This is an optimization exercise on Yosys and OpenROAD, whose aim is small area, not a production implementation.
At most, simulation tests tie the RTL to the original design; equivalence was not proved.
The RTL of run 4 was laid out without a check of its function.
Power figures rest on the tool's default switching activity, not on a simulated workload.

===== flow/design.v =====
`timescale 1ns / 1ps
package gcsd_pkg;
  localparam int DISPLAY_COLUMNS = 13;
  localparam int CHAR_DEPTH      = 2 * DISPLAY_COLUMNS;
  localparam int CFG_INDEX_W     = 1;
  localparam int CFG_DATA_W      = 48;
endpackage
`timescale 1ns / 1ps
module gcsd_ram (
  input  logic       clk,
  input  logic [6:0] ins,     
  input  logic [7:0] wdata,
  output logic [7:0] head     
);
  logic [7:0] slot [26];
  always_ff @(posedge clk) begin
    for (int i = 0; i < 26; i++) begin
      if (i % 4 == 0 && ins[i / 4]) begin
        slot[i] <= wdata;
      end else begin
        slot[i] <= slot[(i + 1) % 26];
      end
    end
  end
  assign head = slot[0];
endmodule
`timescale 1ns / 1ps
module gcsd_frame (
  input  logic       clk,
  input  logic       rst,
  input  logic       byte_en,
  input  logic [7:0] rx_byte,
  output logic       tgt_a_we,
  output logic       tgt_b_we,
  output logic       char_we,
  output logic [7:0] operand_hi
);
  logic [1:0] frame_pos;
  logic [1:0] pos_eff;
  logic [1:0] cmd_cls;       
  logic       apply;
  assign pos_eff = (rx_byte == 8'hFF) ? 2'd0 : frame_pos;
  assign apply   = byte_en && (pos_eff == 2'd3);
  always_ff @(posedge clk) begin
    if (rst) begin
      frame_pos <= 2'd0;
    end else if (byte_en) begin
      frame_pos <= pos_eff + 2'd1;
    end
  end
  always_ff @(posedge clk) begin
    if (byte_en && pos_eff == 2'd1) begin
      cmd_cls <= (rx_byte[7:2] == 6'd0) ? rx_byte[1:0] : 2'd0;
    end
    if (byte_en && pos_eff[1]) begin
      operand_hi <= rx_byte;
    end
  end
  assign tgt_a_we = apply && (cmd_cls == 2'd1);
  assign tgt_b_we = apply && (cmd_cls == 2'd2);
  assign char_we  = apply && (cmd_cls == 2'd3) && (operand_hi < 8'd26);
endmodule
`timescale 1ns / 1ps
module gcsd_stepper (
  input  logic        clk,
  input  logic        rst,
  input  logic        cfg_wen,
  input  logic        cfg_index,
  input  logic [47:0] cfg_data,
  input  logic        tgt_a_we,
  input  logic        tgt_b_we,
  input  logic [15:0] tgt_word,
  input  logic        tick,
  output logic [7:0]  drive
);
  logic [47:0] table_a, table_b;
  logic        loaded_a, loaded_b;
  logic        x_is_b;              
  logic [15:0] position_x, position_y;
  logic [15:0] target_x, target_y;
  logic [2:0]  phase_x, phase_y;
  logic [2:0]  phase_x_next, phase_y_next, phase_a_next, phase_b_next;
  logic        up_x, dn_x, up_y, dn_y;
  logic        inc_x, dec_x, inc_y, dec_y;    
  logic        we_x, we_y;
  logic        load_x, load_y;
  logic [15:0] tgt_word_r;
  function automatic logic [2:0] phase_step(input logic [2:0] ph, input logic up,
                                            input logic dn);
    logic [1:0] m3;
    m3 = ph[2:1];
    if (up)      m3 = (m3 == 2'd2) ? 2'd0 : m3 + 2'd1;
    else if (dn) m3 = (m3 == 2'd0) ? 2'd2 : m3 - 2'd1;
    phase_step = {m3, ph[0] ^ (up | dn)};
  endfunction
  function automatic logic [1:0] compare(input logic [15:0] p, input logic [15:0] t);
    logic [15:0] lt, gt;
    for (int i = 0; i < 16; i++) begin
      lt[i] = !p[i] && t[i];
      gt[i] = p[i] && !t[i];
    end
    for (int w = 1; w < 16; w = w * 2) begin
      for (int i = 0; i < 16; i = i + 2 * w) begin
        lt[i] = lt[i + w] || (!gt[i + w] && lt[i]);
        gt[i] = gt[i + w] || (!lt[i + w] && gt[i]);
      end
    end
    compare = {lt[0], gt[0]};
  endfunction
  function automatic logic [15:0] step(input logic [15:0] p, input logic up, input logic dn);
    logic c;
    c = up | dn;
    for (int i = 0; i < 16; i++) begin
      step[i] = p[i] ^ c;
      c = c & (p[i] ^ dn);
    end
  endfunction
  assign {up_x, dn_x} = compare(position_x, target_x);
  assign {up_y, dn_y} = compare(position_y, target_y);
  assign phase_x_next = phase_step(phase_x, up_x, dn_x);
  assign phase_y_next = phase_step(phase_y, up_y, dn_y);
  assign phase_a_next = x_is_b ? phase_y_next : phase_x_next;
  assign phase_b_next = x_is_b ? phase_x_next : phase_y_next;
  logic [5:0] sel_a, sel_b;
  always_comb begin
    for (int k = 0; k < 6; k++) begin
      sel_a[k] = loaded_a && (phase_a_next == {2'(k % 3), 1'(k % 2)});
      sel_b[k] = loaded_b && (phase_b_next == {2'(k % 3), 1'(k % 2)});
    end
    drive = 8'h00;
    for (int k = 0; k < 6; k++) begin
      drive = drive | ({8{sel_a[k]}} & table_a[8*k +: 8]) | ({8{sel_b[k]}} & table_b[8*k +: 8]);
    end
  end
  always_ff @(posedge clk) begin
    if (cfg_wen && !cfg_index) table_a <= cfg_data;
    if (cfg_wen &&  cfg_index) table_b <= cfg_data;
  end
  assign we_x = x_is_b ? tgt_b_we : tgt_a_we;
  assign we_y = x_is_b ? tgt_a_we : tgt_b_we;
  assign tgt_word_r = rst ? 16'd0 : tgt_word;
  assign load_x     = we_y || rst;
  assign load_y     = we_x || rst;
  always_ff @(posedge clk) begin
    target_x <= load_x ? tgt_word_r : target_y;
    target_y <= load_y ? tgt_word_r : target_x;
  end
  always_ff @(posedge clk) begin
    if (rst) begin
      loaded_a   <= 1'b0;
      loaded_b   <= 1'b0;
      x_is_b     <= 1'b0;
      position_x <= '0;
      position_y <= '0;
      phase_x    <= '0;
      phase_y    <= '0;
      inc_x      <= 1'b0;
      dec_x      <= 1'b0;
      inc_y      <= 1'b0;
      dec_y      <= 1'b0;
    end else begin
      if (cfg_wen && !cfg_index) loaded_a <= 1'b1;
      if (cfg_wen &&  cfg_index) loaded_b <= 1'b1;
      x_is_b     <= !x_is_b;
      position_x <= position_y;
      position_y <= step(position_x, inc_x, dec_x);
      if (tick) begin
        phase_x <= phase_y_next;
        phase_y <= phase_x_next;
        inc_x   <= up_y;
        dec_x   <= dn_y;
        inc_y   <= up_x;
        dec_y   <= dn_x;
      end else begin
        phase_x <= phase_y;
        phase_y <= phase_x;
        inc_x   <= inc_y;
        dec_x   <= dec_y;
        inc_y   <= 1'b0;
        dec_y   <= 1'b0;
      end
    end
  end
endmodule
`timescale 1ns / 1ps
module gcsd_display (
  input  logic       clk,
  input  logic       rst,
  input  logic       char_we,     
  input  logic [4:0] char_addr,
  input  logic [7:0] char_data,
  input  logic [7:0] held_data,   
  input  logic       poll,        
  output logic       at_col0,     
  output logic       row,         
  output logic       busy,        
  output logic       rd_done,     
  output logic [7:0] rd_data
);
  logic [4:0] rot;         
  logic [4:0] entry;       
  logic       clearing;    
  logic [1:0] wwait;       
  logic [2:0] wslot;       
  logic [5:0] diff;
  logic [4:0] slot_idx;    
  logic [6:0] ins;
  logic [7:0] wdata;
  logic       now;
  assign diff     = {1'b0, char_addr} - {1'b0, rot} - 6'd1;
  assign slot_idx = diff[5] ? diff[4:0] + 5'd26 : diff[4:0];
  assign now      = char_we && (slot_idx[1:0] == 2'd0);
  always_comb begin
    for (int k = 0; k < 7; k++) begin
      ins[k] = rst || clearing ||
               (now && slot_idx[4:2] == 3'(k)) ||
               (wwait == 2'd1 && wslot == 3'(k));
    end
  end
  assign wdata = (rst || clearing) ? 8'h00 : (char_we ? char_data : held_data);
  gcsd_ram u_ring (
    .clk   (clk),
    .ins   (ins),
    .wdata (wdata),
    .head  (rd_data)
  );
  assign row     = entry[0];    
  assign rd_done = busy && (rot == entry) && (wwait == 2'd0);
  always_ff @(posedge clk) begin
    if (char_we) wslot <= slot_idx[4:2];
  end
  always_ff @(posedge clk) begin
    if (rst) begin
      rot      <= '0;
      entry    <= '0;
      at_col0  <= 1'b1;
      busy     <= 1'b0;
      clearing <= 1'b1;
      wwait    <= '0;
    end else begin
      rot <= (rot == 5'd25) ? 5'd0 : rot + 5'd1;
      if (rot == 5'd2) clearing <= 1'b0;
      if (char_we)              wwait <= slot_idx[1:0];
      else if (wwait != 2'd0)   wwait <= wwait - 2'd1;
      if (poll) begin
        if (at_col0) at_col0 <= 1'b0;
        else         busy    <= 1'b1;
      end
      if (rd_done) begin
        busy    <= 1'b0;
        entry   <= (entry == 5'd25) ? 5'd0 : entry + 5'd1;
        at_col0 <= (entry == 5'd12) || (entry == 5'd25);
      end
    end
  end
endmodule
`timescale 1ns / 1ps
module gauge_command_stepper_display (
  input  logic                             clk,
  input  logic                             rst,
  input  logic                             in_valid,
  output logic                             in_ready,
  input  logic [1:0]                       in_func,
  input  logic [7:0]                       in_rx_byte,
  output logic                             out_valid,
  input  logic                             out_ready,
  output logic                             out_kind,
  output logic [7:0]                       out_value,
  output logic                             out_lcd_is_data,
  input  logic                             cfg_wen,
  input  logic [gcsd_pkg::CFG_INDEX_W-1:0] cfg_index,
  input  logic [gcsd_pkg::CFG_DATA_W-1:0]  cfg_data
);
  logic       in_acc, byte_en, tick, poll;
  logic       tgt_a_we, tgt_b_we, char_we;
  logic [7:0] operand_hi;
  logic [7:0] drive;
  logic       at_col0, row, busy, rd_done;
  logic [7:0] rd_data;
  logic       o_valid;
  logic       o_kind;
  logic       o_is_data;
  logic [7:0] o_value;
  logic       tick_wait;    
  assign in_ready = !o_valid && !busy && !tick_wait;
  assign in_acc   = in_valid && in_ready;
  assign byte_en  = in_acc && (in_func == 2'd0);
  assign tick     = in_acc && (in_func == 2'd1);
  assign poll     = in_acc && (in_func == 2'd2);
  gcsd_frame u_frame (
    .clk        (clk),
    .rst        (rst),
    .byte_en    (byte_en),
    .rx_byte    (in_rx_byte),
    .tgt_a_we   (tgt_a_we),
    .tgt_b_we   (tgt_b_we),
    .char_we    (char_we),
    .operand_hi (operand_hi)
  );
  gcsd_stepper u_stepper (
    .clk       (clk),
    .rst       (rst),
    .cfg_wen   (cfg_wen),
    .cfg_index (cfg_index),
    .cfg_data  (cfg_data),
    .tgt_a_we  (tgt_a_we),
    .tgt_b_we  (tgt_b_we),
    .tgt_word  ({operand_hi, in_rx_byte}),
    .tick      (tick),
    .drive     (drive)
  );
  gcsd_display u_display (
    .clk       (clk),
    .rst       (rst),
    .char_we   (char_we),
    .char_addr (operand_hi[4:0]),
    .char_data (in_rx_byte),
    .held_data (operand_hi),
    .poll      (poll),
    .at_col0   (at_col0),
    .row       (row),
    .busy      (busy),
    .rd_done   (rd_done),
    .rd_data   (rd_data)
  );
  always_ff @(posedge clk) begin
    if (rst) begin
      o_valid   <= 1'b0;
      tick_wait <= 1'b0;
    end else begin
      tick_wait <= tick;
      if (tick_wait || (poll && at_col0) || rd_done) begin
        o_valid <= 1'b1;
      end else if (out_ready) begin
        o_valid <= 1'b0;
      end
    end
  end
  always_ff @(posedge clk) begin
    if (tick || poll) begin
      o_kind    <= poll;
      o_is_data <= poll && !at_col0;
    end
    if (tick) begin
      o_value <= drive;
    end else if (poll && at_col0) begin
      o_value <= {1'b1, row, 6'd0};
    end else if (rd_done) begin
      o_value <= rd_data;
    end
  end
  assign out_valid       = o_valid;
  assign out_kind        = o_kind;
  assign out_value       = o_value;
  assign out_lcd_is_data = o_is_data;
endmodule

===== flow/flow/run.sh =====
#!/bin/bash
# The standard layout with these changes:
#  - synthesis maps the logic with an area-oriented ABC script (flow/abc_area.script)
#    in place of ORFS's speed script, and leaves adders to ABC as plain logic
#    (ADDER_MAP_FILE empty); everything else in synthesis is unchanged;
#  - the port buffers are made from the smallest buffer cell.
# Each step's full output goes to its own log here: synth.log, layout.log.
set -euo pipefail
here=$PWD
rm -rf scripts_area
cp -r "$FLOW_HOME/scripts" scripts_area
cp flow/abc_area.script scripts_area/abc_speed.script
bash standard.sh "SCRIPTS_DIR=$here/scripts_area" "ADDER_MAP_FILE=" synth > synth.log 2>&1
bash standard.sh "BUFFER_PORTS_ARGS=-buffer_cell sky130_fd_sc_hd__buf_1" finish > layout.log 2>&1

===== flow/flow/abc_area.script =====
strash
balance; rewrite; refactor; balance; rewrite; rewrite -z; balance; refactor -z; rewrite -z; balance
&get -n
&deepsyn -J 50 -T 200
&put
dch -f
amap
topo
dnsize -c

===== flow/standard.sh =====
#!/bin/bash
# synth_recipe.tcl (not shown) runs the flow's synth.tcl, then flattens the netlist and writes it again
# the make line also repeats each setting of config.mk as NAME=value (left out here)
make -C /OpenROAD-flow-scripts/flow DESIGN_CONFIG=/design/flow/config.mk WORK_HOME=/design/flow/orfs CLKGATE_MAP_FILE= SYNTH_SCRIPT=/design/flow/synth_recipe.tcl "${@:-finish}"

===== flow/config.mk =====
export PLATFORM = sky130hd
export DESIGN_NAME = gauge_command_stepper_display
export DESIGN_NICKNAME = gauge_command_stepper_display
export VERILOG_FILES = /design/flow/design.v
export SDC_FILE = /design/flow/constraint.sdc
export NUM_CORES = 4
export LEC_CHECK = 0
export CAP_MARGIN = 20
export CORE_MARGIN = 2
export CORE_UTILIZATION = 40
export CTS_BUF_LIST = sky130_fd_sc_hd__clkbuf_8
export CTS_CLUSTER_DIAMETER = 60
export CTS_CLUSTER_SIZE = 16
export GPL_TIMING_DRIVEN = 0
export SLEW_MARGIN = 20

===== flow/constraint.sdc =====
create_clock -name core_clock -period 5.0 [get_ports {clk}]
set_input_delay 1.0000 -clock core_clock [delete_from_list [all_inputs] [get_ports {clk}]]
set_output_delay 1.0000 -clock core_clock [all_outputs]
set_load 0.01 [all_outputs]

==> run notes, run 1 <==
worst flop-to-flop path startpoint u_stepper.position_y[5]; most common cell after layout, fill and taps aside dfxtp_1; Final setup viols 0; CTS tree yes; drt total wl 28400 um; Fmax 0.220 GHz; synth unique cells 37; Syn Area/Cell 12.1 um^2; Via Count between 8k and 9k; Static Leak 5.15 nW; CTS Buf Count 31; htree depth 1; largest net degree at the start of global routing 33; number of global-route vias before repair 8323; Largest delay share family, worst path compound AO/OA/AOI/OAI gates; FILL cells 3017; outcome finished clean; Tot Pwr 5.98 mW; hold path start u_display.u_ring.slot[16][0]; Synthesized Nets ~1.2k; drt pass-1 iters 5; commonest cells after routing, fill and taps aside 304 x dfxtp_1, 132 x clkinv_1, 119 x edfxtp_1, 93 x nor2_1, 74 x buf_1; clock transition at the registers of the reported paths 0.11 ns; number of instances in the placed design 1622; Routed Antenna Nets 0; vias per cell ~5.2; reg2reg end o_value[1]; Detailed Route Iter0 Violations 672; synthesized cell area approximately 0.013 mm^2; # hold bufs at CTS 0; Worst Path Buf+Inv 4; Site Rows between 60 and 70; Area growth, synth to finish 12.3%; Max-Cap Viols 0; post-synthesis instance total 1098; Final HPWL DP 19900 um; RePlAce Congestion ~0.9; die area 0.0347 mm^2; hold path depth 0; die width 186 um; Boundary Pins between 70 and 80; Worst-Skew Late Latency 0.63 ns; slowest CP cell nor3_2; Die Y 186 um; share of layout cells above drive strength 1 roughly 5.5%; CTS root buffer clkbuf_8; Num Clock Sinks ~420; pre-CTS WS -0.144 ns; Synth warnings 6; total congestion overflow 0; Worst Setup End Kind flip-flop; PD cells 401 mW/mm^2; core area 0.0326 mm^2; diodes inserted 0; initial antenna violation count 0; CP startpoint kind flip-flop; final worst setup slack 0.449 ns; Worst Path Class, Setup flip-flop to flip-flop; Hold EP u_display.u_ring.slot[15][0]; Rel. slew slack 28.0%; worst reg-to-reg path cell count 19; fin cells 1669; Critical Path Max Stage Delay between 0.7 and 0.8 ns; Port Buffer Count 75; Hold Violations, Final 0; Nets 1277; Starting Density 40.7%; worst hold path type flip-flop to flip-flop; fin crit share 91.0%; Clock Tree Buf Depth 3; Final Max Tran Viols 0; Layout Skew 0.0280 ns; RSZ-0062 raised after global routing no; final hold slack 0.323 ns; WL per Instance ~17 um; register area share after synthesis 72.8%; DRC viols 0; Critical Path AT 5.00 ns; Max VDD drop 265 uV; Total GRT Usage 16.5%; maximum fanout along the worst path 8; most used cell, CP clkinv_1; first-pass GRT wire length ~44000 um; post-synthesis register bit count 423; critical-path cell list clkinv_1, a221oi_1, clkinv_1, o211ai_1, a31oi_1, nor4_2, nand2_1, nand2_1, a221oi_1, a21oi_1, clkinv_1, o22ai_1, clkinv_1, nor3_2, a22o_1, a221oi_1, nand4_1, nand2_1, o21ai_0; register-to-register setup slack around 0.45 ns; Tightest Pin Transition 1.08 ns; fin crit period 4.55 ns; CP Data Required Time 5.45 ns
## report_power, final
group	switching, mW	leakage [nW]	internal, mW	total (mW)
registers	0.0834	3.59	3.82	3.90
logic	0.222	1.24	0.119	0.340
clock network	1.03	0.321	0.709	1.74
total	1.33	5.15	4.64	5.98
## cell families after synthesis
logic type | Yosys count | synth area share (%)
buf+inv | 138 | 3.90
flops | 423 | 72.8
compound gates | 287 | 15.1
simple gates | 250 | 8.27
## worst max-delay path by stage
stage / startpoint / to / slack, ns / cells after the start
2_1_floorplan: in_func[1] / u_display.u_ring.slot[24][0] / 0.90 / 13
3_3_place_gp: in_func[1] / u_display.u_ring.slot[24][4] / -0.70 / 14
3_5_place_dp: in_func[1] / u_display.u_ring.slot[16][4] / -0.14 / 14
4_1_cts: u_display.busy / u_display.u_ring.slot[16][4] / 0.21 / 14
5_1_grt: u_stepper.position_y[5] / o_value[1] / 0.05 / 19
6_report: u_stepper.position_y[5] / o_value[1] / 0.45 / 19
## routing by layer
layer  part of all wire, %  track usage [%]  vias up  wire length, um
li1                      -                -     4226                -
met5                     0                0        -                0
met1                    47             23.2     4123            13400
met2                    45             26.4      212            12800
met3                   5.1             2.43       51             1440
met4                   2.7             4.88        0              762
## final cells by class
class	instances	area (um^2)	area share (%)
flip-flops and latches	423	9660	64.8
multi-input cells	537	3180	21.4
well taps	442	553	3.71
inverters	138	518	3.47
clock buffers	33	454	3.05
repair buffers	82	428	2.87
clock inverters	14	116	0.780
## synth_stat cells (all sizes together)
cell | n | area, um^2
dfxtp | 304 | 6090
a222oi | 15 | 150
a32oi | 1 | 8.76
and2 | 1 | 6.26
a31oi | 6 | 37.5
o22a | 37 | 324
o211ai | 2 | 15.0
nand2b | 2 | 12.5
or2 | 2 | 12.5
nor4 | 7 | 43.8
a22o | 8 | 70.1
nor2b | 10 | 62.6
a211oi | 15 | 113
a221o | 2 | 20.0
a221oi | 13 | 114
a22oi | 20 | 150
o32ai | 3 | 26.3
nand3 | 16 | 80.1
o221ai | 5 | 43.8
clkinv | 138 | 518
o311ai | 1 | 8.76
nand2 | 69 | 259
nor3 | 32 | 160
a311oi | 2 | 17.5
o221a | 1 | 11.3
o21bai | 2 | 15.0
or3 | 5 | 31.3
nor2 | 94 | 353
a21oi | 24 | 120
o22ai | 69 | 432
o21a | 2 | 15.0
nand3b | 1 | 7.51
a2111oi | 2 | 17.5
nand4 | 11 | 68.8
edfxtp | 119 | 3570
o21ai | 56 | 280
o32a | 1 | 10.0
## what timing repair did
item,in CTS,in global routing
gates resized for setup,0,9
setup endpoints to repair,0,58
buffers inserted,0,0
## flip-flops by register name, summed over array words and instances (netlist names), 2 cells and up
signal and count:
u_stepper.target_y 16, u_display.rot 5, u_stepper.table_b 48, u_display.wwait 2
u_display.u_ring.slot 208, u_display.entry 5, u_stepper.position_x 16, u_stepper.target_x 16
u_display.wslot 3, u_stepper.position_y 16, o_value 8, u_stepper.table_a 48
u_frame.cmd_cls 2, u_frame.operand_hi 8, u_stepper.phase_y 3, u_frame.frame_pos 2
u_stepper.phase_x 3
## through the flow
stage / cell area [um^2] / TNS [ns] / utilization (%)
floorplan: 13300 / 0 / -
global placement: 14100 / -29.31 / 43.3
detailed placement: 14300 / -1.33 / 43.9
CTS: 14900 / 0 / 45.6
global route: 14900 / 0 / 45.7
finish: 14900 / 0 / 45.7
==> inputs of run 2 (changes only) <==
--- a/flow/config.mk
+++ b/flow/config.mk
@@ -11,5 +11,4 @@
 export CTS_BUF_LIST = sky130_fd_sc_hd__clkbuf_8
 export CTS_CLUSTER_DIAMETER = 60
 export CTS_CLUSTER_SIZE = 16
-export GPL_TIMING_DRIVEN = 0
 export SLEW_MARGIN = 20
==> run notes, run 2 <==
EDFF count, synth 119 (unchanged); number of global-route vias before repair 8458 (was 8323); CTS root buffer clkbuf_8 (unchanged); slowest CP cell a222oi_1 (was nor3_2); synth unique cells 37 (unchanged); worst flop-to-flop path startpoint u_stepper.position_y[5] (unchanged); Nets 1294 (was 1277); CTS Buf Count 34 (was 31); Max-Cap Viols 0 (unchanged); Worst Setup End Kind flip-flop (unchanged); htree depth 2 (was 1); Critical Path Max Stage Delay 0.49 ns (was 0.72 ns); die width 186 um (unchanged); synthesized cell area 0.0133 mm^2 (unchanged); Synth area leaders dfxtp_1 46%, edfxtp_1 27%, clkinv_1 3.9%, o22ai_1 3.3%, nor2_1 2.7% (unchanged); setup_tns 0 ns (unchanged); Synth warnings 6 (unchanged); share of layout cells above drive strength 1 5.85% (was 5.46%); drt pass-1 iters 5 (unchanged); register area share after synthesis 72.8% (unchanged); CP startpoint kind flip-flop (unchanged); Max VDD drop 250 uV (was 265 uV); Area growth, synth to finish 12.3% (about the same); reg2reg end o_value[4] (was o_value[1]); xor/xnor cell area share of the yosys netlist 0% (unchanged); core area 0.0326 mm^2 (unchanged); Die Y 186 um (unchanged); worst reg-to-reg path cell count 19 (unchanged); Reg with most FFs u_display.u_ring.slot (unchanged); Starting Density 40.7% (unchanged); Final Max Tran Viols 0 (unchanged); PD cells 404 mW/mm^2 (was 401 mW/mm^2); Post-CTS Setup Bufs 0 (unchanged); Site Rows 66 (unchanged); initial antenna violation count 0 (unchanged); worst hold path type flip-flop to flip-flop (unchanged); fin crit period 4.53 ns (was 4.55 ns); Via Count 8678 (was 8612); Boundary Pins 76 (unchanged); Hold Violations, Final 0 (unchanged); CTS tree yes (unchanged); Primary FF master, synth dfxtp_1 (unchanged); mux share of post-synthesis cell area 0% (unchanged); vias per cell 5.14 (was 5.16); largest net degree at the start of global routing 47 (was 33); Fmax 0.221 GHz (was 0.220 GHz); Post-Synth Adder-Cell Area 0% (unchanged); clock transition at the registers of the reported paths 0.10 ns (was 0.11 ns); Num Clock Sinks 423 (unchanged); most used cell, CP clkinv_1 (unchanged); Layout Skew 0.0318 ns (was 0.0280 ns); number of instances in the placed design 1636 (was 1622); fin cells 1689 (was 1669); Final HPWL DP 20400 um (was 19900 um); Hold EP u_display.u_ring.slot[1][4] (was u_display.u_ring.slot[15][0]); Regs by FF count u_display.u_ring.slot x208, u_stepper.table_a x48, u_stepper.table_b x48 (unchanged); WL per Instance 17.4 um (was 17.0 um); top cells by count, synth 304 x dfxtp_1, 138 x clkinv_1, 119 x edfxtp_1, 94 x nor2_1 (unchanged); DRC viols 0 (unchanged); most common cell in the netlist dfxtp_1 (unchanged); post-synthesis register bit count 423 (unchanged); diodes inserted 0 (unchanged); die area 0.0347 mm^2 (unchanged); asr flop ratio synth 0% (unchanged); Routed Antenna Nets 0 (unchanged); hold path depth 0 (unchanged); Rel. slew slack 34.7% (was 28.0%); total congestion overflow 0 (unchanged); final core occ 45.7% (about the same); maximum fanout along the worst path 7 (was 8); Final setup viols 0 (unchanged); Critical Path AT 4.81 ns (was 5.00 ns); post-synthesis instance total 1098 (unchanged); RePlAce Congestion 0.859 (was 0.874); Clock Tree Buf Depth 3 (unchanged); Total GRT Usage 17.2% (was 16.5%); Worst-Skew Late Latency 0.55 ns (was 0.63 ns); Static Leak 5.18 nW (was 5.15 nW); drt total wl 29400 um (was 28400 um); Synth Area in Compound Gates 15.1% (unchanged); CP Data Required Time 5.28 ns (was 5.45 ns); outcome finished clean (unchanged); Detailed Route Iter0 Violations 854 (was 672); most common cell after layout, fill and taps aside dfxtp_1 (unchanged); largest family of logic cells by synthesized area compound AO/OA/AOI/OAI gates (unchanged); Synthesized Nets 1162 (unchanged); Worst Path Class, Setup flip-flop to flip-flop (unchanged); fin crit share 90.6% (was 91.0%); critical-path cell list clkinv_1, a221oi_1, clkinv_1, o211ai_1, a31oi_1, nor4_2, nor2_1, clkinv_1, a221oi_1, a21oi_1, clkinv_1, o22ai_2, clkinv_1, nand4_1, clkinv_1, a222oi_1, nand4_1, a21oi_1, o22ai_1 (was clkinv_1, a221oi_1, clkinv_1, o211ai_1, a31oi_1, nor4_2, nand2_1, nand2_1, a221oi_1, a21oi_1, clkinv_1, o22ai_1, clkinv_1, nor3_2, a22o_1, a221oi_1, nand4_1, nand2_1, o21ai_0); hold path start u_display.u_ring.slot[2][4] (was u_display.u_ring.slot[16][0]); Syn Area/Cell 12.1 um^2 (unchanged); Port Buffer Count 75 (unchanged); commonest cells after routing, fill and taps aside 304 x dfxtp_1, 137 x clkinv_1, 119 x edfxtp_1, 93 x nor2_1, 74 x buf_1 (was 304 x dfxtp_1, 132 x clkinv_1, 119 x edfxtp_1, 93 x nor2_1, 74 x buf_1); post-synth top area share 45.8% (unchanged); register-to-register setup slack 0.47 ns (was 0.45 ns); Synth Area in Simple Gates 8.27% (unchanged); Tightest Pin Transition 0.970 ns (was 1.08 ns); first-pass GRT wire length 45700 um (was 44300 um); Largest register FFs 208 (unchanged); Synth area leader dfxtp_1 (unchanged); RSZ-0062 raised after global routing no (unchanged)
==> run 2: cell counts after synthesis <==
Identical to the previous run, type by type.
==> run 2: critical path: cells and delay by family (launching register included) <==
kind	cells	cell delay [ns]
DFF	1	0.35
buffers and inverters	6	0.90
AOI/OAI and AO/OA	9	2.16
and+or+nand+nor	4	0.83
==> run 2: worst max-delay path by stage <==
stage               slack [ns]                           end  cells after the start               startpoint
floorplan                 0.90  u_display.u_ring.slot[24][0]                     13               in_func[1]
global placement          0.17                    o_value[6]                     19  u_stepper.position_y[5]
detailed placement        0.27                    o_value[4]                     19  u_stepper.position_y[5]
CTS                       0.26                    o_value[4]                     19  u_stepper.position_y[5]
global route             0.008   u_display.u_ring.slot[8][1]                     23    u_frame.operand_hi[0]
finish                    0.47                    o_value[4]                     19  u_stepper.position_y[5]
==> run 2: cells by family (layout without fill, tap and decap cells) <==
group | count (synthesis) | count (layout)
AO/OA/AOI/OAI | 287 | 287
buffers and inverters | 138 | 287
AND/OR/NAND/NOR | 250 | 250
flip-flops | 423 | 423
==> run 2: layer usage <==
layer	GRT usage [%]	up-vias	wire, um
li1	-	4268	-
met1	23.5	4150	13700
met2	28.4	220	13700
met3	2.67	40	1420
met4	5.23	0	592
met5	0	-	0
==> run 2: metrics by stage <==
| step | setup WS [ns] | cell area (um^2) | power (mW) | hold slack (ns) |
|---|---|---|---|---|
| floorplan | 0.903 | 13300 | 4.15 | 0.310 |
| global placement | 0.169 | 14300 | 4.30 | 0.310 |
| detailed placement | 0.268 | 14300 | 4.31 | 0.312 |
| CTS | 0.263 | 14900 | 6.08 | 0.326 |
| global route | 0.00808 | 14900 | 6.27 | 0.313 |
| finish | 0.470 | 14900 | 6.02 | 0.320 |
==> run 2: cell type report <==
type,instances,area [um^2]
clock buffers,35,482
multi-input cells,537,3130
fillers,3009,17700
repair buffers,96,440
clock inverters,18,120
inverters,138,518
flip-flops and latches,423,9660
well taps,442,553
==> run 2: power by group <==
part / leakage [nW] / switching, mW / internal, mW
Combinational: 1.25 / 0.211 / 0.114
Clock: 0.339 / 1.07 / 0.716
Sequential: 3.59 / 0.0924 / 3.82
Total: 5.18 / 1.37 / 4.65
==> run 2: repair_timing <==
action	4_1_cts	5_1_grt
setup endpoints to repair	0	12
resized for setup	0	4
hold buffers	0	0
==> inputs of run 3 (changes only) <==
--- a/flow/config.mk
+++ b/flow/config.mk
@@ -9,6 +9,6 @@
 export CORE_MARGIN = 2
 export CORE_UTILIZATION = 40
 export CTS_BUF_LIST = sky130_fd_sc_hd__clkbuf_8
-export CTS_CLUSTER_DIAMETER = 60
-export CTS_CLUSTER_SIZE = 16
+export CTS_CLUSTER_DIAMETER = 50
+export CTS_CLUSTER_SIZE = 18
 export SLEW_MARGIN = 20
==> run notes, run 3 <==
diodes inserted 0 (unchanged); DRC viols 0 (unchanged); Syn Area/Cell 12.1 um^2 (unchanged); Static Leak 5.24 nW (was 5.18 nW); Hold Violations, Final 0 (unchanged); Worst Setup End Kind flip-flop (unchanged); synth unique cells 37 (unchanged); fin crit period 4.53 ns (about the same); Synth warnings 6 (unchanged); Routed Antenna Nets 0 (unchanged); CTS tree yes (unchanged); Nets 1296 (was 1294); Largest register FFs 208 (unchanged); fin crit share 90.7% (was 90.6%); htree depth 2 (unchanged); Reg with most FFs u_display.u_ring.slot (unchanged); setup_tns 0 ns (unchanged); PD cells 415 mW/mm^2 (was 404 mW/mm^2); share of layout cells above drive strength 1 6.76% (was 5.85%); initial antenna violation count 0 (unchanged); Worst Path Class, Setup flip-flop to flip-flop (unchanged); FILL cells 3003 (was 3009); worst flop-to-flop path startpoint u_stepper.position_y[5] (unchanged); outcome finished clean (unchanged); number of global-route vias before repair 8463 (was 8458); top cells by count, synth 304 x dfxtp_1, 138 x clkinv_1, 119 x edfxtp_1, 94 x nor2_1 (unchanged); slowest CP cell a222oi_1 (unchanged); total congestion overflow 0 (unchanged); post-synth top area share 45.8% (unchanged); maximum fanout along the worst path 7 (unchanged); worst hold path type flip-flop to flip-flop (unchanged); number of instances in the placed design 1636 (unchanged); most common cell after layout, fill and taps aside dfxtp_1 (unchanged); first-pass GRT wire length 45800 um (was 45700 um); post-synthesis register bit count 423 (unchanged); CTS root buffer clkbuf_8 (unchanged); Final HPWL DP 20400 um (unchanged); RSZ-0062 raised after global routing no (unchanged); Synth area leaders dfxtp_1 46%, edfxtp_1 27%, clkinv_1 3.9%, o22ai_1 3.3%, nor2_1 2.7% (unchanged); Synthesized Nets 1162 (unchanged); Max-Cap Viols 0 (unchanged); WL per Instance 17.3 um (was 17.4 um); CP Data Required Time 5.30 ns (was 5.28 ns); Worst-Skew Late Latency 0.57 ns (was 0.55 ns); synthesized cell area 0.0133 mm^2 (unchanged); CP startpoint kind flip-flop (unchanged); Final setup viols 0 (unchanged); Fmax 0.221 GHz (about the same); CP Launch Point u_stepper.position_y[5] (unchanged); critical-path cell list clkinv_1, a221oi_1, clkinv_1, o211ai_1, a31oi_1, nor4_2, nor2_1, clkinv_1, a221oi_1, a21oi_1, clkinv_1, o22ai_2, clkinv_1, nand4_1, clkinv_1, a222oi_1, nand4_1, a21oi_1, o22ai_1 (unchanged); EDFF count, synth 119 (unchanged); Site Rows 66 (unchanged); Tightest Pin Transition 0.964 ns (was 0.970 ns); Worst Path Buf+Inv 6 (unchanged); Max VDD drop 297 uV (was 250 uV); Rel. slew slack 35.1% (was 34.7%); hold path start u_display.u_ring.slot[24][0] (was u_display.u_ring.slot[2][4]); Boundary Pins 76 (unchanged); post-synthesis instance total 1098 (unchanged); Via Count 8728 (was 8678); drt total wl 29400 um (about the same); largest net degree at the start of global routing 47 (unchanged); vias per cell 5.14 (about the same); commonest cells after routing, fill and taps aside 304 x dfxtp_1, 137 x clkinv_1, 119 x edfxtp_1, 93 x nor2_1, 74 x buf_1 (unchanged); Critical Path AT 4.84 ns (was 4.81 ns); asr flop ratio synth 0% (unchanged); Layout Skew 0.0325 ns (was 0.0318 ns); most common cell in the netlist dfxtp_1 (unchanged); fin cells 1699 (was 1689); register area share after synthesis 72.8% (unchanged); Critical Path Max Stage Delay 0.50 ns (was 0.49 ns); Die Y 186 um (unchanged); Primary FF master, synth dfxtp_1 (unchanged); Regs by FF count u_display.u_ring.slot x208, u_stepper.table_a x48, u_stepper.table_b x48 (unchanged); core area 0.0326 mm^2 (unchanged); Synth area leader dfxtp_1 (unchanged); Port Buffer Count 75 (unchanged); CTS Buf Count 36 (was 34); # hold bufs at CTS 0 (unchanged); Area growth, synth to finish 13.3% (was 12.3%); clock transition at the registers of the reported paths 0.10 ns (about the same); Num Clock Sinks 423 (unchanged); Starting Density 40.7% (unchanged); die width 186 um (unchanged); die area 0.0347 mm^2 (unchanged); RePlAce Congestion 0.859 (unchanged); drt pass-1 iters 5 (unchanged); Final Max Tran Viols 0 (unchanged); Clock Tree Buf Depth 3 (unchanged); Largest delay share family, worst path compound AO/OA/AOI/OAI gates (unchanged); most used cell, CP clkinv_1 (unchanged); Total GRT Usage 17.3% (was 17.2%); Detailed Route Iter0 Violations 733 (was 854)
## run 3: final timing paths
| check | slack, ns | end | cells after the start |
|---|---|---|---|
| setup / recovery | 0.47 | o_value[4] | 19 |
| hold / removal | 0.32 | u_display.u_ring.slot[23][0] | 0 |
| setup reg to reg | 0.47 | o_value[4] | 19 |
| hold reg to reg | 0.32 | u_display.u_ring.slot[23][0] | 0 |
## run 3: power by group
group | switching, mW | leakage [nW] | internal (mW)
Sequential | 0.0932 | 3.59 | 3.82
Combinational | 0.210 | 1.25 | 0.114
Clock | 1.16 | 0.397 | 0.844
Total | 1.46 | 5.24 | 4.78
## run 3: cell type report
class                      count  area [um^2]  share of cell area (%)
timing repair buffer          96          440                    2.93
tap                          442          553                    3.68
clock buffer                  37          509                    3.39
multi-input combinational    537         3130                    20.8
inverter                     138          518                    3.44
clock inverter                26          228                    1.51
sequential                   423         9660                    64.2
## run 3: logic make-up (layout without fill, tap and decap cells)
kind of cell	Yosys count	after routing	share of synthesized area, %
AND/OR/NAND/NOR	250	250	8.27
buffers and inverters	138	297	3.90
flip-flops	423	423	72.8
AO/OA/AOI/OAI	287	287	15.1
## run 3: layer usage
| metal | wire length, um | part of all wire [%] | global-route usage [%] |
|---|---|---|---|
| met5 | 0 | 0 | 0 |
| met1 | 13600 | 46 | 23.5 |
| met2 | 13600 | 46 | 28.3 |
| met3 | 1400 | 4.8 | 2.84 |
| met4 | 696 | 2.4 | 5.39 |
## run 3: worst register-to-register path, cell delays in order, from the launching register on
cell	delay (ns)
dfxtp_1	0.35
clkinv_1	0.08
a221oi_1	0.45
clkinv_1	0.12
o211ai_1	0.34
a31oi_1	0.13
nor4_2	0.32
nor2_1	0.16
clkinv_1	0.11
a221oi_1	0.10
a21oi_1	0.21
clkinv_1	0.14
o22ai_2	0.20
clkinv_1	0.17
nand4_1	0.16
clkinv_1	0.28
a222oi_1	0.50
nand4_1	0.20
a21oi_1	0.17
o22ai_1	0.08
## run 3: timing repair
action                                  CTS  global route
resized for setup                         0             5
endpoints found under the setup margin    0            15
setup buffers                             0             0
## run 3: stage by stage
step | hold slack [ns] | setup slack (ns) | util, % | total power [mW] | area (um^2)
after global routing | 0.326 | 0.0726 | 46.1 | 6.49 | 15000
after global placement | 0.310 | 0.169 | 43.8 | 4.30 | 14300
after CTS | 0.322 | 0.269 | 46.1 | 6.30 | 15000
after detailed placement | 0.312 | 0.268 | 43.8 | 4.31 | 14300
after floorplan | 0.310 | 0.903 | - | 4.15 | 13300
final | 0.320 | 0.466 | 46.1 | 6.24 | 15000
==> inputs of run 4 (changes only) <==
--- a/flow/design.v
+++ b/flow/design.v
@@ -71,6 +71,7 @@
   input  logic        tgt_b_we,
   input  logic [15:0] tgt_word,
   input  logic        tick,
+  input  logic        stepping,   
   output logic [7:0]  drive
 );
   logic [47:0] table_a, table_b;
@@ -81,7 +82,6 @@
   logic [2:0]  phase_x, phase_y;
   logic [2:0]  phase_x_next, phase_y_next, phase_a_next, phase_b_next;
   logic        up_x, dn_x, up_y, dn_y;
-  logic        inc_x, dec_x, inc_y, dec_y;    
   logic        we_x, we_y;
   logic        load_x, load_y;
   logic [15:0] tgt_word_r;
@@ -154,30 +154,18 @@
       position_y <= '0;
       phase_x    <= '0;
       phase_y    <= '0;
-      inc_x      <= 1'b0;
-      dec_x      <= 1'b0;
-      inc_y      <= 1'b0;
-      dec_y      <= 1'b0;
     end else begin
       if (cfg_wen && !cfg_index) loaded_a <= 1'b1;
       if (cfg_wen &&  cfg_index) loaded_b <= 1'b1;
       x_is_b     <= !x_is_b;
       position_x <= position_y;
-      position_y <= step(position_x, inc_x, dec_x);
+      position_y <= step(position_x, stepping && up_x, stepping && dn_x);
       if (tick) begin
         phase_x <= phase_y_next;
         phase_y <= phase_x_next;
-        inc_x   <= up_y;
-        dec_x   <= dn_y;
-        inc_y   <= up_x;
-        dec_y   <= dn_x;
       end else begin
         phase_x <= phase_y;
         phase_y <= phase_x;
-        inc_x   <= inc_y;
-        dec_x   <= dec_y;
-        inc_y   <= 1'b0;
-        dec_y   <= 1'b0;
       end
     end
   end
@@ -281,8 +269,8 @@
   logic       o_kind;
   logic       o_is_data;
   logic [7:0] o_value;
-  logic       tick_wait;    
-  assign in_ready = !o_valid && !busy && !tick_wait;
+  logic [1:0] tick_wait;    
+  assign in_ready = !o_valid && !busy && !tick_wait[0];
   assign in_acc   = in_valid && in_ready;
   assign byte_en  = in_acc && (in_func == 2'd0);
   assign tick     = in_acc && (in_func == 2'd1);
@@ -307,6 +295,7 @@
     .tgt_b_we  (tgt_b_we),
     .tgt_word  ({operand_hi, in_rx_byte}),
     .tick      (tick),
+    .stepping  (tick_wait != 2'b00),
     .drive     (drive)
   );
   gcsd_display u_display (
@@ -326,10 +315,10 @@
   always_ff @(posedge clk) begin
     if (rst) begin
       o_valid   <= 1'b0;
-      tick_wait <= 1'b0;
+      tick_wait <= 2'b00;
     end else begin
-      tick_wait <= tick;
-      if (tick_wait || (poll && at_col0) || rd_done) begin
+      tick_wait <= {tick_wait[0], tick};
+      if (tick_wait[0] || (poll && at_col0) || rd_done) begin
         o_valid <= 1'b1;
       end else if (out_ready) begin
         o_valid <= 1'b0;
--- a/flow/config.mk
+++ b/flow/config.mk
@@ -9,6 +9,6 @@
 export CORE_MARGIN = 2
 export CORE_UTILIZATION = 40
 export CTS_BUF_LIST = sky130_fd_sc_hd__clkbuf_8
-export CTS_CLUSTER_DIAMETER = 50
-export CTS_CLUSTER_SIZE = 18
+export CTS_CLUSTER_DIAMETER = 60
+export CTS_CLUSTER_SIZE = 16
 export SLEW_MARGIN = 20
==> run notes, run 4 <==
outcome finished clean (unchanged); worst flop-to-flop path startpoint u_stepper.position_y[5] (unchanged); diodes inserted 0 (unchanged); most used cell, CP nor2_1 (was clkinv_1); reg2reg end o_value[3] (was o_value[4]); fin crit period 4.61 ns (was 4.53 ns); critical-path cell list clkinv_1, nor2_1, nor3_1, a221oi_1, nor2_1, a2111oi_0, o221ai_2, nor4_2, buf_4, nor2_1, o21ai_0, clkinv_1, a22oi_1, o22ai_1, nor3_1, a22o_1, a221o_1, a21oi_1, and4_1, o21ai_0 (was clkinv_1, a221oi_1, clkinv_1, o211ai_1, a31oi_1, nor4_2, nor2_1, clkinv_1, a221oi_1, a21oi_1, clkinv_1, o22ai_2, clkinv_1, nand4_1, clkinv_1, a222oi_1, nand4_1, a21oi_1, o22ai_1); Sequential Area 0.00960 mm^2 (was 0.00966 mm^2); Die Y 186 um (about the same); Tot Pwr 5.76 mW (was 6.24 mW); Starting Density 40.5% (was 40.7%); most common cell after layout, fill and taps aside dfxtp_1 (unchanged); DRC viols 0 (unchanged); asr flop ratio synth 0% (unchanged); Static Leak 5.19 nW (was 5.24 nW); post-synthesis instance total 1069 (was 1098); htree depth 2 (unchanged); Primary FF master, synth dfxtp_1 (unchanged); CTS root buffer clkbuf_8 (unchanged); PD cells 385 mW/mm^2 (was 415 mW/mm^2); first-pass GRT wire length 44300 um (was 45800 um); Total GRT Usage 16.9% (was 17.3%); largest net degree at the start of global routing 31 (was 47); Synth warnings 6 (unchanged); die area 0.0344 mm^2 (was 0.0347 mm^2); EDFF count, synth 119 (unchanged); Site Rows 66 (unchanged); CTS Buf Count 34 (was 36); Worst Path Class, Setup flip-flop to flip-flop (unchanged); Detailed Route Iter0 Violations 754 (was 733); Synth area leaders dfxtp_1 46%, edfxtp_1 27%, clkinv_1 3.6%, o22ai_1 3.2%, o22a_1 2.3% (was dfxtp_1 46%, edfxtp_1 27%, clkinv_1 3.9%, o22ai_1 3.3%, nor2_1 2.7%); Num Clock Sinks 420 (was 423); Regs by FF count u_display.u_ring.slot x208, u_stepper.table_a x48, u_stepper.table_b x48 (unchanged); Tightest Pin Transition 0.965 ns (was 0.964 ns); number of global-route vias before repair 8110 (was 8463); Worst-Skew Late Latency 0.56 ns (was 0.57 ns); initial antenna violation count 1 (was 0); Largest register FFs 208 (unchanged); most common cell in the netlist dfxtp_1 (unchanged); hold path depth 0 (unchanged); synth unique cells 46 (was 37); drt total wl 28700 um (was 29400 um); hold path start u_display.u_ring.slot[24][2] (was u_display.u_ring.slot[24][0]); Fmax 0.217 GHz (was 0.221 GHz); share of layout cells above drive strength 1 7.12% (was 6.76%); total congestion overflow 0 (unchanged); synthesized cell area 0.0132 mm^2 (was 0.0133 mm^2); Critical Path Max Stage Delay 0.82 ns (was 0.50 ns); Nets 1273 (was 1296); commonest cells after routing, fill and taps aside 301 x dfxtp_1, 127 x clkinv_1, 119 x edfxtp_1, 79 x nor2_1, 74 x buf_1 (was 304 x dfxtp_1, 137 x clkinv_1, 119 x edfxtp_1, 93 x nor2_1, 74 x buf_1); Hold EP u_display.u_ring.slot[23][2] (was u_display.u_ring.slot[23][0]); area of the multi-input gates 0.00320 mm^2 (was 0.00313 mm^2); die width 186 um (about the same); CP startpoint kind flip-flop (unchanged); post-synth top area share 45.7% (was 45.8%); Max-Cap Viols 0 (unchanged); Synthesized Nets 1133 (was 1162); CTS tree yes (unchanged); fin crit share 92.1% (was 90.7%); core area 0.0325 mm^2 (was 0.0326 mm^2); Boundary Pins 76 (unchanged); RSZ-0062 raised after global routing no (unchanged); vias per cell 5.16 (was 5.14); Port Buffer Count 75 (unchanged); Final setup viols 0 (unchanged); worst hold path type flip-flop to flip-flop (unchanged); Area growth, synth to finish 13.4% (was 13.3%); setup_tns 0 ns (unchanged); Layout Skew 0.0261 ns (was 0.0325 ns); Final Max Tran Viols 0 (unchanged); register area share after synthesis 72.8% (about the same); number of instances in the placed design 1614 (was 1636); Via Count 8580 (was 8728); WL per Instance 17.3 um (about the same); slowest CP cell nor3_1 (was a222oi_1); Synth area leader dfxtp_1 (unchanged); Final HPWL DP 19800 um (was 20400 um); FILL cells 3017 (was 3003); Syn Area/Cell 12.3 um^2 (was 12.1 um^2); maximum fanout along the worst path 6 (was 7); Reg with most FFs u_display.u_ring.slot (unchanged); Critical Path AT 5.02 ns (was 4.84 ns); Max VDD drop 261 uV (was 297 uV); Rel. slew slack 35.2% (was 35.1%); post-synthesis register bit count 420 (was 423); # hold bufs at CTS 0 (unchanged); Hold Violations, Final 0 (unchanged); drt pass-1 iters 5 (unchanged); Clock Tree Buf Depth 3 (unchanged); worst reg-to-reg path cell count 20 (was 19); fin cells 1664 (was 1699); CP Data Required Time 5.41 ns (was 5.30 ns); final hold slack 0.324 ns (was 0.320 ns); register-to-register setup slack 0.39 ns (was 0.47 ns); Routed Antenna Nets 0 (unchanged); clock transition at the registers of the reported paths 0.10 ns (about the same); top cells by count, synth 301 x dfxtp_1, 128 x clkinv_1, 119 x edfxtp_1, 81 x nor2_1, 71 x nand2_1 (was 304 x dfxtp_1, 138 x clkinv_1, 119 x edfxtp_1, 94 x nor2_1); RePlAce Congestion 0.868 (was 0.859); Worst Setup End Kind flip-flop (unchanged); Post-CTS Setup Bufs 0 (unchanged)
run 4: cell types whose count changed in the layout (fill, tap and decap cells not counted), sizes merged, moves of 8 or more:
cell	delta
o21ai	-10
inv	-9
o211ai	+8
a22oi	-8
nor2	-13
buf	+8
clkinv	-12
nand3	-8
run 4: worst max-delay path by stage:
stage	from	endpoint	slack [ns]	depth (start not counted)
2_1_floorplan	u_stepper.position_x[11]	u_stepper.position_y[15]	0.53	25
3_3_place_gp	u_stepper.position_x[11]	u_stepper.position_y[15]	0.34	25
4_1_cts	u_stepper.position_x[11]	u_stepper.position_y[15]	0.16	25
6_report	u_stepper.position_y[5]	o_value[3]	0.39	20
5_1_grt	u_stepper.position_x[15]	u_stepper.position_y[15]	0.02	25
3_5_place_dp	u_stepper.position_x[11]	u_stepper.position_y[15]	0.19	25
run 4: area by class of cell:
class	instances	share of cell area (%)
sequential	420	64.2
multi-input combinational	521	21.4
tap	442	3.70
timing repair buffer	104	3.33
clock buffer	36	3.31
inverter	128	3.21
clock inverter	13	0.887
run 4: where the power goes:
| group | switching, mW | internal [mW] | leakage [nW] |
|---|---|---|---|
| clock network | 1.06 | 0.780 | 0.339 |
| logic | 0.136 | 0.0683 | 1.29 |
| registers | 0.0519 | 3.66 | 3.56 |
| total | 1.25 | 4.51 | 5.19 |
run 4: per-stage QoR:
stage / util (%) / setup slack [ns] / area (um^2)
after CTS: 45.7 / 0.163 / 14900
after global routing: 46.0 / 0.0201 / 15000
final: 46.0 / 0.394 / 15000
after floorplan: - / 0.527 / 13200
after detailed placement: 43.8 / 0.193 / 14200
after global placement: 43.8 / 0.336 / 14200
run 4: kinds of logic (layout without fill, tap and decap cells):
kind of cell	count (synthesis)	count (layout)	share of synthesized area, %
flops	420	420	72.8
simple gates	241	241	8.36
compound gates	280	280	15.2
buf+inv	128	281	3.64
run 4: timing repair:
item	4_1_cts	5_1_grt
endpoints found under the hold margin	0	0
gates resized for setup	0	14
endpoints found under the setup margin	0	9
run 4: worst max-delay path: cells and delay by family, from the launching register on:
kind | cells | cell delay (ns)
flops | 1 | 0.32
buf+inv | 3 | 0.38
compound gates | 10 | 2.16
simple gates | 7 | 1.61
run 4: metal layers:
layer	track usage, %	wire length (um)	vias to the layer above
li1	-	-	4199
met1	23.5	13500	4054
met2	26.2	12600	276
met3	3.66	1910	51
met4	5.51	716	0
met5	0	0	-

==> separate check: timing with driven ports <==
No port has a modelled driver above. Below, the same layouts with a new extraction and two added sets of constraints.
Step 1 (the two cells are an assumption about what drives the block):
set clk [get_ports {clk}]
set_driving_cell -lib_cell sky130_fd_sc_hd__clkbuf_16 $clk
set_driving_cell -lib_cell sky130_fd_sc_hd__buf_2 [delete_from_list [all_inputs] $clk]
Step 2 adds t to the input delays and takes it off the output delays; t is the mean of the earliest and latest rising clock arrival at the registers after step 1. Input paths then give back, and output paths get back, about the clock's delay inside the block.
a / b / c = ideal / step 1 / step 2; a / b = the first two.
run	t, ns	slack for setup (ns)	clock arrival spread, ns	worst register clock-pin slew, ns
run 1	0.659	0.449 / 0.449 / 0.261	0.028 / 0.029	0.11 / 0.11
run 2	0.585	0.470 / 0.470 / 0.470	0.033 / 0.033	0.10 / 0.10
run 3	0.603	0.466 / 0.466 / 0.466	0.035 / 0.035	0.11 / 0.11
run 4	0.583	0.394 / 0.394 / 0.394	0.036 / 0.036	0.11 / 0.11
After both steps every run listed still meets setup and hold. The setup slack of run 1, which loses most, moves by 0.000 ns with the drivers and by -0.188 ns with both steps.
